From an optimization exercise on the open Yosys and OpenROAD flow, aimed at small area, a short achievable clock period and few clock cycles per item; shortcuts taken in it are not production practice. Function was checked by simulation only, so behaviour that the tests miss may differ from the original. Power and IR drop assume default switching activity.

`design/flow/run.sh`:
```
#!/bin/bash
# synth_recipe.tcl (not shown) runs the flow's synth.tcl, then flattens the netlist and writes it again
# the make line also repeats each setting of config.mk as NAME=value (left out here)
make -C /OpenROAD-flow-scripts/flow DESIGN_CONFIG=/design/flow/config.mk WORK_HOME=/design/flow/orfs CLKGATE_MAP_FILE= SYNTH_SCRIPT=/design/flow/synth_recipe.tcl finish
```
`design/flow/config.mk`:
```
export PLATFORM = sky130hd
export DESIGN_NAME = coreTop
export DESIGN_NICKNAME = coreTop
export VERILOG_FILES = /design/flow/design.v
export SDC_FILE = /design/flow/constraint.sdc
export NUM_CORES = 4
export LEC_CHECK = 0
export CAP_MARGIN = 20
export CORE_MARGIN = 2
export CORE_UTILIZATION = 40
export SLEW_MARGIN = 20
```
`design/flow/constraint.sdc`:
```
create_clock -name core_clock -period 5.0 [get_ports {clk}]
set_input_delay 1.0000 -clock core_clock [delete_from_list [all_inputs] [get_ports {clk}]]
set_output_delay 1.0000 -clock core_clock [all_outputs]
set_load 0.01 [all_outputs]
```
`design/flow/design.v`:
```
package corePkg;
    typedef enum logic [5:0] {
        OP_REG  = 6'h00,  
        OP_ADDI = 6'h08,
        OP_LUI  = 6'h0f
    } opcodeT;
    typedef enum logic [10:0] {
        FN_ADD = 11'h020,
        FN_SUB = 11'h022,
        FN_AND = 11'h024,
        FN_OR  = 11'h025,
        FN_XOR = 11'h026,
        FN_SLT = 11'h02a
    } functT;
    typedef struct packed {
        opcodeT      opcode;
        logic [4:0]  rd;
        logic [4:0]  rs;
        logic [4:0]  rt;
        functT       funct;
    } regFormT;
    typedef struct packed {
        opcodeT      opcode;
        logic [4:0]  rd;
        logic [4:0]  rs;
        logic [15:0] imm;
    } immFormT;
    typedef union packed {
        regFormT rForm;
        immFormT iForm;
    } instrT;
    typedef enum logic [3:0] {
        ALU_ADD = 4'd0,
        ALU_SUB = 4'd1,
        ALU_AND = 4'd2,
        ALU_OR  = 4'd3,
        ALU_XOR = 4'd4,
        ALU_SLT = 4'd5,
        ALU_LUI = 4'd6,  
        ALU_NOP = 4'd15
    } aluOpT;
endpackage
module regBank (
    input  logic                           clk,
    input  logic                           rst,
    input  logic                           wrReg,
    input  logic [4:0]                     rs,
    input  logic [4:0]                     rt,
    input  logic [4:0]                     destReg,
    input  logic [32-1:0]        wrData,
    output logic signed [32-1:0] rdData1,
    output logic signed [32-1:0] rdData2
);
    logic [17-1:1][32-1:0] regs;
    logic rsValid;
    logic rtValid;
    logic wrValid;
    assign rsValid = (rs != 5'd0) && (rs < 17);
    assign rtValid = (rt != 5'd0) && (rt < 17);
    assign wrValid = wrReg && (destReg != 5'd0) && (destReg < 17);
    assign rdData1 = rsValid ? regs[rs] : '0;
    assign rdData2 = rtValid ? regs[rt] : '0;
    always_ff @(posedge clk or posedge rst) begin
        if (rst) begin
            for (int i = 1; i < 17; i++) begin
                if (i == 16) begin
                    regs[i] <= 32'(1023);
                end else begin
                    regs[i] <= '0;
                end
            end
        end else begin
            for (int i = 1; i < 17; i++) begin
                if (wrValid && (destReg == 5'(i))) begin
                    regs[i] <= wrData;
                end
            end
        end
    end
endmodule
import corePkg::*;
module instrDecoder (
    input  logic                    clk,
    input  logic                    rst,
    input  logic                    instrValid,
    input  corePkg::instrT                   instr,
    output logic                    instrCredit,
    output logic [4:0]              rs,
    output logic [4:0]              rt,
    input  logic [32-1:0] rdData1,
    input  logic [32-1:0] rdData2,
    output logic                    exValid,
    output logic [4:0]              exDest,
    output corePkg::aluOpT                   exOp,
    output logic [32-1:0] exOpA,
    output logic [32-1:0] exOpB,
    input  logic                    fwdExValid,
    input  logic [4:0]              fwdExDest,
    input  logic [32-1:0] fwdExData,
    input  logic                    wbValid,
    input  logic [4:0]              wbDest,
    input  logic [32-1:0] wbData
);
    localparam int PtrW = $clog2(4);
    localparam int CntW = $clog2(4 + 1);
    logic [31:0]     fifoMem [0:4-1];
    logic [PtrW-1:0] wrPtr;
    logic [PtrW-1:0] rdPtr;
    logic [CntW-1:0] fill;
    logic            pop;
    corePkg::instrT           head;
    assign pop  = (fill != '0);  
    assign head = fifoMem[rdPtr];
    always_ff @(posedge clk) begin
        if (instrValid) begin
            fifoMem[wrPtr] <= instr;
        end
    end
    always_ff @(posedge clk or posedge rst) begin
        if (rst) begin
            wrPtr       <= '0;
            rdPtr       <= '0;
            fill        <= '0;
            instrCredit <= 1'b0;
        end else begin
            if (instrValid) begin
                wrPtr <= (wrPtr == PtrW'(4 - 1)) ? '0 : wrPtr + 1'b1;
            end
            if (pop) begin
                rdPtr <= (rdPtr == PtrW'(4 - 1)) ? '0 : rdPtr + 1'b1;
            end
            case ({instrValid, pop})
                2'b10:   fill <= fill + 1'b1;
                2'b01:   fill <= fill - 1'b1;
                default: fill <= fill;
            endcase
            instrCredit <= pop;  
        end
    end
    logic                    useImm;
    logic [32-1:0] immVal;
    logic [32-1:0] operandS;
    logic [32-1:0] operandT;
    function automatic logic [32-1:0] pickOperand(
        input logic [4:0]              src,
        input logic [32-1:0] bankData,
        input logic                    exV,
        input logic [4:0]              exD,
        input logic [32-1:0] exData,
        input logic                    wbV,
        input logic [4:0]              wbD,
        input logic [32-1:0] wbRes
    );
        logic live;
        live = (src != 5'd0) && (src < 17);
        if (live && exV && (exD == src)) begin
            pickOperand = exData;
        end else if (live && wbV && (wbD == src)) begin
            pickOperand = wbRes;
        end else begin
            pickOperand = bankData;
        end
    endfunction
    assign rs = head.rForm.rs;
    assign rt = head.rForm.rt;
    assign operandS = pickOperand(rs, rdData1, fwdExValid, fwdExDest, fwdExData,
                                  wbValid, wbDest, wbData);
    assign operandT = pickOperand(rt, rdData2, fwdExValid, fwdExDest, fwdExData,
                                  wbValid, wbDest, wbData);
    always_comb begin
        exOp   = ALU_NOP;
        exDest = 5'd0;
        useImm = 1'b0;
        immVal = '0;
        case (head.rForm.opcode)
            OP_REG: begin
                exDest = head.rForm.rd;
                case (head.rForm.funct)
                    FN_ADD:  exOp = ALU_ADD;
                    FN_SUB:  exOp = ALU_SUB;
                    FN_AND:  exOp = ALU_AND;
                    FN_OR:   exOp = ALU_OR;
                    FN_XOR:  exOp = ALU_XOR;
                    FN_SLT:  exOp = ALU_SLT;
                    default: exDest = 5'd0;  
                endcase
            end
            OP_ADDI: begin
                exOp   = ALU_ADD;
                exDest = head.iForm.rd;
                useImm = 1'b1;
                immVal = {{(32 - 16){head.iForm.imm[15]}}, head.iForm.imm};
            end
            OP_LUI: begin
                exOp   = ALU_LUI;
                exDest = head.iForm.rd;
                useImm = 1'b1;
                immVal = {head.iForm.imm, {(32 - 16){1'b0}}};
            end
            default: ;
        endcase
    end
    assign exValid = pop;
    assign exOpA   = operandS;
    assign exOpB   = useImm ? immVal : operandT;
endmodule
import corePkg::*;
module aluExecute (
    input  logic                    clk,
    input  logic                    rst,
    input  logic                    exValid,
    input  logic [4:0]              exDest,
    input  corePkg::aluOpT                   exOp,
    input  logic [32-1:0] exOpA,
    input  logic [32-1:0] exOpB,
    output logic                    fwdExValid,
    output logic [4:0]              fwdExDest,
    output logic [32-1:0] fwdExData,
    output logic                    wbValid,
    output logic [4:0]              wbDest,
    output logic [32-1:0] wbData
);
    logic                    validQ;
    logic [4:0]              destQ;
    corePkg::aluOpT                   opQ;
    logic [32-1:0] opAQ;
    logic [32-1:0] opBQ;
    logic [32-1:0] aluResult;
    always_ff @(posedge clk or posedge rst) begin
        if (rst) begin
            validQ <= 1'b0;
        end else begin
            validQ <= exValid;
        end
    end
    always_ff @(posedge clk) begin
        destQ <= exDest;
        opQ   <= exOp;
        opAQ  <= exOpA;
        opBQ  <= exOpB;
    end
    always_comb begin
        case (opQ)
            ALU_ADD: aluResult = opAQ + opBQ;  
            ALU_SUB: aluResult = opAQ - opBQ;
            ALU_AND: aluResult = opAQ & opBQ;
            ALU_OR:  aluResult = opAQ | opBQ;
            ALU_XOR: aluResult = opAQ ^ opBQ;
            ALU_SLT: begin
                aluResult = ($signed(opAQ) < $signed(opBQ)) ? 32'(1) : '0;
            end
            ALU_LUI: aluResult = opBQ;  
            default: aluResult = '0;
        endcase
    end
    assign fwdExValid = validQ;
    assign fwdExDest  = destQ;
    assign fwdExData  = aluResult;
    assign wbValid = validQ;
    assign wbDest  = destQ;
    assign wbData  = aluResult;
endmodule
module resultStage (
    input  logic                    clk,
    input  logic                    rst,
    input  logic                    wbValid,
    input  logic [4:0]              wbDest,
    input  logic [32-1:0] wbData,
    output logic                    wrReg,
    output logic [4:0]              destReg,
    output logic [32-1:0] wrData,
    output logic                    resValid,
    output logic [4:0]              resDest,
    output logic [32-1:0] resData
);
    logic                    validQ;
    logic [4:0]              destQ;
    logic [32-1:0] dataQ;
    always_ff @(posedge clk or posedge rst) begin
        if (rst) begin
            validQ <= 1'b0;
        end else begin
            validQ <= wbValid;
        end
    end
    always_ff @(posedge clk) begin
        destQ <= wbDest;
        dataQ <= (wbDest == 5'd0) ? '0 : wbData;
    end
    assign wrReg   = validQ && (destQ != 5'd0);  
    assign destReg = destQ;
    assign wrData  = dataQ;
    assign resValid = validQ;  
    assign resDest  = destQ;
    assign resData  = dataQ;
endmodule
import corePkg::*;
module coreTop (
    input  logic                    clk,
    input  logic                    rst,
    input  logic                    instrValid,
    input  corePkg::instrT                   instr,
    output logic                    instrCredit,
    output logic                    resValid,
    output logic [4:0]              resDest,
    output logic [32-1:0] resData
);
    logic                    exValid;
    logic [4:0]              exDest;
    corePkg::aluOpT                   exOp;
    logic [32-1:0] exOpA;
    logic [32-1:0] exOpB;
    logic [4:0]                     rs;
    logic [4:0]                     rt;
    logic signed [32-1:0] rdData1;
    logic signed [32-1:0] rdData2;
    logic                           wrReg;
    logic [4:0]                     destReg;
    logic [32-1:0]        wrData;
    logic                    fwdExValid;
    logic [4:0]              fwdExDest;
    logic [32-1:0] fwdExData;
    logic                    wbValid;
    logic [4:0]              wbDest;
    logic [32-1:0] wbData;
    instrDecoder decoder_i (
        .clk         (clk),
        .rst         (rst),
        .instrValid  (instrValid),
        .instr       (instr),
        .instrCredit (instrCredit),
        .rs          (rs),
        .rt          (rt),
        .rdData1     (rdData1),
        .rdData2     (rdData2),
        .exValid     (exValid),
        .exDest      (exDest),
        .exOp        (exOp),
        .exOpA       (exOpA),
        .exOpB       (exOpB),
        .fwdExValid  (fwdExValid),
        .fwdExDest   (fwdExDest),
        .fwdExData   (fwdExData),
        .wbValid     (wrReg),  
        .wbDest      (destReg),
        .wbData      (wrData)
    );
    aluExecute execute_i (
        .clk        (clk),
        .rst        (rst),
        .exValid    (exValid),
        .exDest     (exDest),
        .exOp       (exOp),
        .exOpA      (exOpA),
        .exOpB      (exOpB),
        .fwdExValid (fwdExValid),
        .fwdExDest  (fwdExDest),
        .fwdExData  (fwdExData),
        .wbValid    (wbValid),
        .wbDest     (wbDest),
        .wbData     (wbData)
    );
    resultStage result_i (
        .clk      (clk),
        .rst      (rst),
        .wbValid  (wbValid),
        .wbDest   (wbDest),
        .wbData   (wbData),
        .wrReg    (wrReg),
        .destReg  (destReg),
        .wrData   (wrData),
        .resValid (resValid),
        .resDest  (resDest),
        .resData  (resData)
    );
    regBank bank_i (
        .clk     (clk),
        .rst     (rst),
        .wrReg   (wrReg),
        .rs      (rs),
        .rt      (rt),
        .destReg (destReg),
        .wrData  (wrData),
        .rdData1 (rdData1),
        .rdData2 (rdData2)
    );
endmodule
```
==> notes.md <==
critical path, delay by kind of cell, from the launching register on:
kind | cells | cell delay (ns)
flops | 1 | 0.52
compound gates | 2 | 0.92
fa+ha+maj | 1 | 0.18
buf+inv | 3 | 0.95
mux | 3 | 1.57
path summary, 6_finish.rpt:
check | from | endpoint | slack, ns
max | decoder_i.rdPtr[0] | execute_i.opAQ[14] | 0.57
min | execute_i.destQ[2] | result_i.destQ[2] | 0.46
max reg2reg | decoder_i.rdPtr[0] | execute_i.opAQ[14] | 0.57
min reg2reg | execute_i.destQ[2] | result_i.destQ[2] | 0.46
max in group asynchronous | rst | bank_i.regs[195] | 3.00
min in group asynchronous | rst | bank_i.regs[476] | 0.87
metal layers:
layer / up-vias / part of all wire / track usage
li1: 12800 / - / -
met2: 1506 / 0.44 / 0.382
met4: 4 / 0.033 / 0.0828
met3: 289 / 0.099 / 0.0617
met5: - / 0.00017 / 0
met1: 15700 / 0.43 / 0.370
cell usage in the layout, fill, tap and decap left out, types with 15 or more instances in the layout:
cell	instances
a211oi_1	22
a21o_1	16
a21oi_1	175
a221oi_1	57
a22oi_1	25
a31oi_1	29
a32oi_1	27
and3_1	15
buf_12	16
buf_4	110
clkbuf_1	30
clkbuf_16	85
clkdlybuf4s50_1	73
dfrtp_1	510
dfxtp_1	110
edfxtp_1	128
ha_1	121
inv_1	114
mux2_2	515
mux2i_1	60
mux4_2	255
nand2_1	253
nand2b_1	20
nand3_1	57
nand4_1	25
nor2_1	126
nor2b_1	15
nor3_1	32
nor4_1	16
o211ai_1	18
o21ai_0	80
xnor2_1	39
kinds of logic (layout without fill, tap and decap cells):
| group | after synthesis | in the layout | synth area share |
|---|---|---|---|
| XOR/XNOR | 48 | 48 | 0.0100 |
| adder cells (fa/ha/maj) | 126 | 126 | 0.0381 |
| buffers and inverters | 395 | 471 | 0.0412 |
| flip-flops | 759 | 759 | 0.455 |
| AO/OA/AOI/OAI | 586 | 586 | 0.0938 |
| multiplexers | 832 | 832 | 0.291 |
| AND/OR/NAND/NOR | 639 | 639 | 0.0712 |
| other | 0 | 1 | 0 |
final cells by class:
type,count,area share
tap,1380,0.0365
clock buffer,127,0.0508
clock inverter,30,0.00957
antenna,1,0.0000529
multi-input combinational,2231,0.451
sequential,759,0.403
timing repair buffer,199,0.0397
inverter,115,0.00920
flip-flops by register name, indices dropped and copies added (netlist names), 2 cells and up:
name and cells:
decoder_i.rdPtr 2, result_i.dataQ 32, bank_i.regs 512, decoder_i.fill 3, execute_i.opAQ 32, decoder_i.wrPtr 2
execute_i.destQ 5, execute_i.opBQ 32, execute_i.opQ 4, decoder_i.fifoMem 128, result_i.destQ 5
power breakdown:
group	total (mW)	switching, mW	internal, mW
Sequential	6.96	0.321	6.64
Clock	6.44	2.67	3.77
Combinational	11.9	7.80	4.14
Total	25.3	10.8	14.5
==> impl_metrics.ini <==
[floorplanning]
floorplan.io_pins = 74
initial_core_util = 0.404
chipWidth_um = 328
total_core_area_um2 = 104000
rows = 118
die_h_um = 328
floorplan.die_area_um2 = 107000

[critical_path]
worstPathRequired_ns = 5.50
critical_path_peak_fanout = 66
cpMostUsedCell = mux4_2
timing.critical_path.from_type = flop
path_cells = buf_4 -> mux4_2 -> inv_1 -> ha_4 -> buf_12 -> mux4_2 -> mux4_2 -> a221oi_1 -> a21oi_1
critical_path_sink_type = flop
endpoint_arrival_time_on_the_critical_path_ns = 4.93
critical_path.max_stage_delay_ns = 0.79
reg2reg_depth = 9
critPathKind = flop to flop
critical-path-slowest-cell = a221oi_1

[clock_tree]
clock_tree_from_tritoncts = yes
ctsHtreeMaxLevel = 3
post-cts-setup-buffer-count = 0
cts.sink_count = 759
tritoncts.num_buffers = 85
clock_insertion_delay_worst_skew_ns = 0.67
cts.root.buffer_cell = clkbuf_16
cts_repair_resized_insts = 0
path_clk_slew_ns = 0.07
cts_hold_buf = 0
clock_tree.buffer_depth = 3

[yosys]
yosys.cell_count.top_type = mux2_2
synthesis.nets = 3546
netlist.area_leader.share = 0.305
synth_enable_flop_cells = 128
syn-cell-area_um2 = 42000
synthesized_netlist_cell_count = 3385
synth-seq-area-share = 0.455
cell_types_with_the_highest_counts_after_synthesis = mux2_2, dfrtp_1, nand2_1, mux4_2, a21oi_1
ys.warnings.count = 4
syn_area_cell_um2 = 12.4
synthDominantAreaCellType = dfrtp_1
ys_seq_elements = 759
top_post_synthesis_cells_by_area = dfrtp_1, mux2_2, mux4_2, edfxtp_1, dfxtp_1
synth.lib_cells_used.distinct = 85
async_reset_ff_frac = 0.686
yosys_most_used_dff = dfrtp_1

[finish]
final-seq-area_um2 = 19100
layout.cells.non_filler = 4842
syn_to_final_growth_pct = 12.8
finalInstanceArea_um2 = 47300
fill_cells = 9350
final_nets = 3552
fraction_of_final_layout_cells_with_drive_strength_greater_than_1 = 0.315
multi_input_comb_area_um2 = 21300
post-route-util = 0.456

[pwr]
vdd_drop_max_v = 0.000644
power_per_cell_area_nw_per_um2 = 535
report.power.total_mw = 25.3
power.leakage_nw = 19.8

[timing]
fin_crit_ns = 4.43
report.final.setup_viol = 0
fin_worst_hold_slack_ns = 0.457
setup_repair_after_global_routing_missed_its_margin = no
final.period_utilization = 0.886
skew_ns = 0.0379
worst_pin_slew_ns = 1.15
setup_ws_ns = 0.570
slew-limit-headroom = 0.229
finalHoldViolations = 0
highest_clock_rate_ghz = 0.226
setup_tns_after_final_layout_ns = 0
timing.final.max_slew_violations = 0

[routing]
dr_total_vias = 30300
routedWlPerCell_um = 28.7
drtAntennaViolNets = 0
detail_route.vias_per_cell = 6.26
postRouteWirelength_mm = 139
drtIter0Drc = 3400
drt_drc_violations_left = 0
firstDrtPassIters = 8

[grt]
grt-ovfl-total = 0
antenna_violations_before_repair = 2
grt_use_total = 0.257
grt_pass1_wl_mm = 206
grt_pass1_vias = 29600
grt_start_max_net_pins = 110

[placement]
dpl_cell_area_um2 = 44500
number_of_buffers_added_on_ports = 73
globalplace.congestion = 0.945
place_hpwl_mm = 90.7
dp_worst_setup_slack_ns = 0.549
placedCellCount = 4684

[flow_run]
drv_cap = 0

[min_path]
timing.hold.worst_path_depth = 0
holdCritPathClass = flop to flop

[status]
status = finished clean
Testbench counts, summed over its fixed seeds: cycles 24,016, items 24,000.

## static timing again, ports no longer ideal
The results above use ideal ports. As a check the final layout listed here was re-extracted and re-timed, cells and wires unchanged.
Step 1 (the two cells are an assumption about what drives the block):
set clk [get_ports {clk}]
set_driving_cell -lib_cell sky130_fd_sc_hd__clkbuf_16 $clk
set_driving_cell -lib_cell sky130_fd_sc_hd__buf_2 [delete_from_list [all_inputs] $clk]
Step 2 also shifts input and output timing later by t, the mid clock arrival at the registers, as if the neighbouring blocks saw the same clock.
a / b / c = no drivers / after step 1 / after step 2; a / b = the first two.
t (ns): 0.722
setup WS [ns]: 0.570 / 0.570 / 0.570
hold slack, ns: 0.457 / 0.457 / 0.457
slew at the worst register clock pin (ns): 0.07 / 0.07
pins driven straight from the clock port: 1
After both steps setup and hold are still met in this run. For this run, drivers alone change the setup slack by 0.000 ns; drivers and shift together by 0.000 ns.
